Source: an optimization exercise on an open RTL-to-GDS flow (aim: small area). Production flows keep margins and buffers that such runs may drop. Function not checked in this run: the RTL went through the layout flow alone. No activity file was given, so power comes from the tool's default toggle rates.

[flow/config.mk]
export PLATFORM = sky130hd
export DESIGN_NAME = regfile_2r1w
export DESIGN_NICKNAME = regfile_2r1w
export VERILOG_FILES = /design/flow/design.v
export SDC_FILE = /design/flow/constraint.sdc
export NUM_CORES = 4
export LEC_CHECK = 0
export CAP_MARGIN = 20
export CORE_MARGIN = 2
export CORE_UTILIZATION = 40
export SLEW_MARGIN = 20
[flow/constraint.sdc]
create_clock -name core_clock -period 5.0 [get_ports {C}]
set_input_delay 1.0000 -clock core_clock [delete_from_list [all_inputs] [get_ports {C}]]
set_output_delay 1.0000 -clock core_clock [all_outputs]
set_load 0.01 [all_outputs]
[flow/design.v]
package regfile_pkg;
    localparam int XLEN_DEFAULT = 32;
    localparam int NREG_DEFAULT = 32;
    localparam int AW_DEFAULT   = 5;
    typedef enum logic {
        RF_CLEAR = 1'b0,
        RF_READY = 1'b1
    } rf_state_t;
    typedef logic [AW_DEFAULT-1:0] reg_idx_t;
endpackage
module regfile_rd_port
#(
    parameter int XLEN = regfile_pkg::XLEN_DEFAULT,
    parameter int AW   = regfile_pkg::AW_DEFAULT
) (
    input  logic            clk,
    input  logic            rst,
    input  logic            busy,
    input  logic [AW-1:0]   raddr,
    input  logic [XLEN-1:0] rf_data,
    input  logic            wr_en,
    input  logic [AW-1:0]   waddr,
    input  logic [XLEN-1:0] wdata,
    output logic [XLEN-1:0] rdata
);
    logic [XLEN-1:0] rdata_q;
    logic [XLEN-1:0] rdata_d;
    logic unused_bypass;
    assign unused_bypass = ^{wr_en, waddr, wdata};
    always_comb begin
        rdata_d = rf_data;
        if (busy || (raddr == '0)) begin
            rdata_d = '0;
        end
    end
    always_ff @(posedge clk) begin
        if (rst) begin
            rdata_q <= '0;
        end else begin
            rdata_q <= rdata_d;
        end
    end
    assign rdata = rdata_q;
endmodule
module regfile_2r1w
#(
    parameter int XLEN = regfile_pkg::XLEN_DEFAULT,
    parameter int NREG = regfile_pkg::NREG_DEFAULT,
    parameter int AW   = regfile_pkg::AW_DEFAULT
) (
    input  logic            C,
    input  logic            R,
    input  logic            we,
    input  logic [AW-1:0]   waddr,
    input  logic [XLEN-1:0] wdata,
    input  logic [AW-1:0]   raddr1,
    input  logic [AW-1:0]   raddr2,
    output logic [XLEN-1:0] rdata1,
    output logic [XLEN-1:0] rdata2,
    output logic            busy
);
    logic [NREG-1:0][XLEN-1:0] regs_q;
    logic [NREG-1:0][XLEN-1:0] regs_d;
    regfile_pkg::rf_state_t       state_q;
    regfile_pkg::rf_state_t       state_d;
    logic [AW-1:0]   idx_q;
    logic [AW-1:0]   idx_d;
    logic            wr_en;
    always_comb begin
        state_d = state_q;
        idx_d   = idx_q;
        regs_d  = regs_q;
        wr_en   = 1'b0;
        case (state_q)
            regfile_pkg::RF_CLEAR: begin
                regs_d[idx_q] = '0;
                if (idx_q == AW'(NREG - 1)) begin
                    state_d = regfile_pkg::RF_READY;
                end else begin
                    idx_d = idx_q + AW'(1);
                end
            end
            regfile_pkg::RF_READY: begin
                wr_en = we && (waddr != '0);
                if (wr_en) begin
                    regs_d[waddr] = wdata;
                end
            end
            default: begin
                state_d = regfile_pkg::RF_CLEAR;
            end
        endcase
    end
    always_ff @(posedge C) begin
        if (R) begin
            state_q <= regfile_pkg::RF_CLEAR;
            idx_q   <= AW'(1);
        end else begin
            state_q <= state_d;
            idx_q   <= idx_d;
        end
    end
    always_ff @(posedge C) begin
        if (!R) begin
            regs_q <= regs_d;
        end
    end
    assign busy = R || (state_q == regfile_pkg::RF_CLEAR);
    regfile_rd_port #(
        .XLEN (XLEN),
        .AW   (AW)
    ) u_rd_port1 (
        .clk     (C),
        .rst     (R),
        .busy    (busy),
        .raddr   (raddr1),
        .rf_data (regs_q[raddr1]),
        .wr_en   (wr_en),
        .waddr   (waddr),
        .wdata   (wdata),
        .rdata   (rdata1)
    );
    regfile_rd_port #(
        .XLEN (XLEN),
        .AW   (AW)
    ) u_rd_port2 (
        .clk     (C),
        .rst     (R),
        .busy    (busy),
        .raddr   (raddr2),
        .rf_data (regs_q[raddr2]),
        .wr_en   (wr_en),
        .waddr   (waddr),
        .wdata   (wdata),
        .rdata   (rdata2)
    );
endmodule
[flow/run.sh]
#!/bin/bash
# synth_recipe.tcl (not shown) runs the flow's synth.tcl, then flattens the netlist and writes it again
# the make line also repeats each setting of config.mk as NAME=value (left out here)
make -C /OpenROAD-flow-scripts/flow DESIGN_CONFIG=/design/flow/config.mk WORK_HOME=/design/flow/orfs CLKGATE_MAP_FILE= SYNTH_SCRIPT=/design/flow/synth_recipe.tcl finish
==> results.txt <==
==> path summary, 6_finish.rpt <==
kind                            slack (ns)  cells past startpoint     start     endpoint
worst min register to register        0.58                      2  idx_q[4]     idx_q[4]
worst max register to register        0.42                     10  idx_q[0]  regs_q[841]
worst min-delay path                  0.58                      2  idx_q[4]     idx_q[4]
worst max-delay path                  0.42                     10  idx_q[0]  regs_q[841]
==> final cells by class <==
cell class | instances | area share
Clock buffer | 183 | 0.0490
Clock inverter | 59 | 0.00763
Tap cell | 2189 | 0.0362
Multi-Input combinational cell | 3823 | 0.427
Sequential cell | 1094 | 0.425
Inverter | 7 | 0.000413
Timing Repair Buffer | 422 | 0.0545
Antenna cell | 13 | 0.000430
==> flip-flops by register name (all words and copies together) (netlist names) <==
name / count
state_q: 1
idx_q: 5
u_rd_port2.rdata_q: 32
regs_q: 1024
u_rd_port1.rdata_q: 32
==> Yosys cell counts (26+ instances only) <==
cell	instances
sky130_fd_sc_hd__edfxtp_1	1024
sky130_fd_sc_hd__mux2i_1	483
sky130_fd_sc_hd__and3_1	468
sky130_fd_sc_hd__a221o_1	459
sky130_fd_sc_hd__nand2_1	450
sky130_fd_sc_hd__clkbuf_1	409
sky130_fd_sc_hd__a22oi_1	359
sky130_fd_sc_hd__nand3_1	288
sky130_fd_sc_hd__mux4_2	256
sky130_fd_sc_hd__a22o_1	245
sky130_fd_sc_hd__a21oi_1	162
sky130_fd_sc_hd__buf_2	155
sky130_fd_sc_hd__o211ai_1	145
sky130_fd_sc_hd__dfxtp_1	70
sky130_fd_sc_hd__buf_1	66
sky130_fd_sc_hd__nand4_1	66
sky130_fd_sc_hd__o21ai_0	52
sky130_fd_sc_hd__nor2b_1	47
sky130_fd_sc_hd__nor2_1	44
sky130_fd_sc_hd__and2_1	39
sky130_fd_sc_hd__a31oi_1	37
sky130_fd_sc_hd__a211oi_1	32
sky130_fd_sc_hd__o2bb2ai_1	31
sky130_fd_sc_hd__mux2_2	26
==> worst register-to-register path: stages, from the launching register on <==
cell and delay (ns):
sky130_fd_sc_hd__dfxtp_1 0.69, sky130_fd_sc_hd__inv_1 0.10, sky130_fd_sc_hd__ha_1 0.27, sky130_fd_sc_hd__nand2b_1 0.15, sky130_fd_sc_hd__nor2_1 0.07, sky130_fd_sc_hd__ha_1 0.52, sky130_fd_sc_hd__or3b_1 0.48, sky130_fd_sc_hd__mux2i_4 0.61
sky130_fd_sc_hd__and4_2 0.81, sky130_fd_sc_hd__buf_4 0.49, sky130_fd_sc_hd__a21oi_1 0.12
==> through the flow <==
step | util | area (um2) | hold WS [ns] | total power [mW]
6_report | 0.459 | 75700 | 0.582 | 24.3
5_1_grt | 0.459 | 75700 | 0.607 | 24.8
4_1_cts | 0.458 | 75600 | 0.571 | 24.2
3_5_place_dp | 0.432 | 71300 | 0.561 | 14.4
3_3_place_gp | 0.432 | 71300 | 0.571 | 14.3
2_1_floorplan | - | 66500 | 0.516 | 13.5
==> report_power, final <==
part | internal [mW] | total, mW | leakage, nW | switching [mW]
clock | 5.68 | 9.90 | 2.10 | 4.22
sequential | 10.8 | 11.3 | 10.6 | 0.585
combinational | 1.30 | 3.04 | 15.8 | 1.74
==> routing by layer <==
metal	GRT usage	share of wire	vias to the layer above
li1	-	-	22850
met1	0.451	0.36	29242
met2	0.486	0.42	5506
met3	0.122	0.15	1073
met4	0.209	0.067	18
met5	0.00141	0.00038	-
==> logic make-up (layout without fill, tap and decap cells) <==
family | count (synthesis) | count (layout) | synth area share
XOR/XNOR | 6 | 6 | 0.000792
other | 0 | 13 | 0
flip-flops | 1094 | 1094 | 0.484
AND/OR/NAND/NOR | 1466 | 1466 | 0.116
buffers and inverters | 640 | 671 | 0.0393
AO/OA/AOI/OAI | 1578 | 1578 | 0.194
multiplexers | 767 | 767 | 0.165
adder cells (fa/ha/maj) | 6 | 6 | 0.00113
==> results.txt <==
* Initial antenna violation count at 26
* Min setup slack post-route at 0.420 ns
* Buf+Inv Stages, Crit Path at 2
* Post-synthesis instance area at 66400 um2
* Combined flip-flop and latch cell area at 32200 um2
* Most frequent standard cell in the layout excluding fill and tap cells: sky130_fd_sc_hd__edfxtp_1
* Power density over the cells at 321 nW/um2
* Total count of hold-check failures in the final report at 0
* Worst hold-check path type: reg -> reg
* WL/cell at around 39 um
* Largest cells by area after synthesis: sky130_fd_sc_hd__edfxtp_1 46%, sky130_fd_sc_hd__mux4_2 8.7%, sky130_fd_sc_hd__mux2i_1 7.3%
* Largest fanout on the critical path at 17
* Post-Place Worst Slack at 0.426 ns
* Global-route wire length before repair at 417000 um
* Num ports at 115
* Number of register bits inferred by synthesis at between 1000 and 1500
* Effective utilization at floorplan at 0.402
* Data required time of the worst path at between 5 and 6 ns
* Setup TNS after final layout at 0 ns
* Total Nets Final at 5537
* Async SR Flop Fraction at 0
* Count of flip-flops with a built-in enable after synthesis at just over 1000
* Vias in the first global route at about 54000
* Total Routing Usage GR at 0.345
* Placeable core region at 165000 um2
* Quantity of hold-fixing buffers added after cts at 0
* Worst slew margin relative to its limit at 0.163
* Pin count of the biggest net entering global routing at about 140
* Synth unique cells at 66
* CTS buffer count at 133
* Top delay family on crit path: simple AND/OR/NAND/NOR gates
* Commonest register cell after synthesis: sky130_fd_sc_hd__edfxtp_1
* Worst ir drop on vdd at 0.384 mV
* Total number of vias at 58689
* Post-cts gate resize count at 0
* Leakage power at 28.5 nW
* Die span in x at ~400 um
* Final critical path time including I/O delays and setup at around 4.6 ns
* Worst-Margin Slew at 1.25 ns
* Type of the worst setup path: reg -> reg
* Number of sinks on the clock net at ~1100
* Residual DRC at 0
* Number of placed instances with taps included at 7532
* DRT Pass-1 Iters at 27
* Final-report setup violation count at 0
* Final-report max-slew violation count at 0
* FP Rows at approximately 150
* Clock tree from TritonCTS: built
* Commonest cells after routing, fill and taps aside: 1024 x sky130_fd_sc_hd__edfxtp_1, 481 x sky130_fd_sc_hd__mux2i_1, 466 x sky130_fd_sc_hd__and3_1, 459 x sky130_fd_sc_hd__a221o_1, 444 x sky130_fd_sc_hd__nand2_1
* HPWL Detailed at 190000 um
* H-tree depth reported by CTS at 4
* Result of the run: no timing/DRC/antenna violations
* Clock latency on the worst-skew pair at 0.81 ns
* Kind of capture point of the worst setup path: flop
* Fill cell total of the finished layout at between 10000 and 15000
* Weighted congestion reported at the end of routability-driven placement at 0.963
* Stage delay of the slowest cell on the critical path at 0.81 ns
* Post-Syn Area per Cell at around 12 um2
* Post-synth top area cell: sky130_fd_sc_hd__edfxtp_1
* Average via count per standard cell at 7.53
* Number of design-rule violations left by the first detailed-router iteration at 11239
* Setup repair after global routing missed its margin: false
* Sequential cell area fraction in the yosys report at 0.484
* Non-filler instance count after layout at 7790
* Multi-input logic area at about 32000 um2
* Layout area overhead at 14.0%
* Cells along the critical path: inv_1 > ha_1 > nand2b_1 > nor2_1 > ha_1 > or3b_1 > mux2i_4 > and4_2 > buf_4 > a21oi_1
* Cell repeated most along the worst path: sky130_fd_sc_hd__ha_1
* Detailed Route WL at 302000 um
* Die outline height at approximately 410 um
* Net count after synthesis at around 5600
* Post-Synthesis Cells at 5557
* Period utilisation layout at 0.916
* Max-capacitance violation count at 0
* Library cell contributing the largest single delay on the critical path: sky130_fd_sc_hd__and4_2
* Input/output buffers at 114
* Area share of the largest cell type after synthesis at 0.463
* FMAX at 218 MHz
* Grt total ovfl at 0
* Fraction of layout instances using a drive strength above 1 at 0.162
* Launching element type of the critical path: flop
* Post-CTS repair timing setup buffer count at 0
* Arrival time of the worst setup path at 5.11 ns
* Antenna violation net count after detailed routing at 0
* Clock root buffer master: sky130_fd_sc_hd__clkbuf_16
* Buffer levels on the longest clock path at 3
* Setup skew after layout at around 0.031 ns
* Die Outline Area at between 150000 and 200000 um2
* Synthesis warning total at 2
* Clock transition at path regs at 0.06 ns

port drivers added, routing unchanged:
No port has a modelled driver above. Below, the same layout with a new extraction and two added sets of constraints.
Step 1: set_driving_cell puts a clkbuf_16 on C and a buf_2 on each other input, an assumption about the parent block.
Step 2 also shifts input and output timing later by t, the mid clock arrival at the registers, as if the neighbouring blocks saw the same clock.
Slacks: ideal ports / drivers / drivers and shift; pairs: ideal ports / drivers.
t (ns): 0.885
slack for setup (ns): 0.420 / 0.420 / 0.336
latest minus earliest clock arrival (ns): 0.037 / 0.038
pins driven straight from the clock port: 1
After both steps setup and hold are still met in this run. The setup slack of this run moves by 0.000 ns with the drivers and by -0.084 ns with both steps.
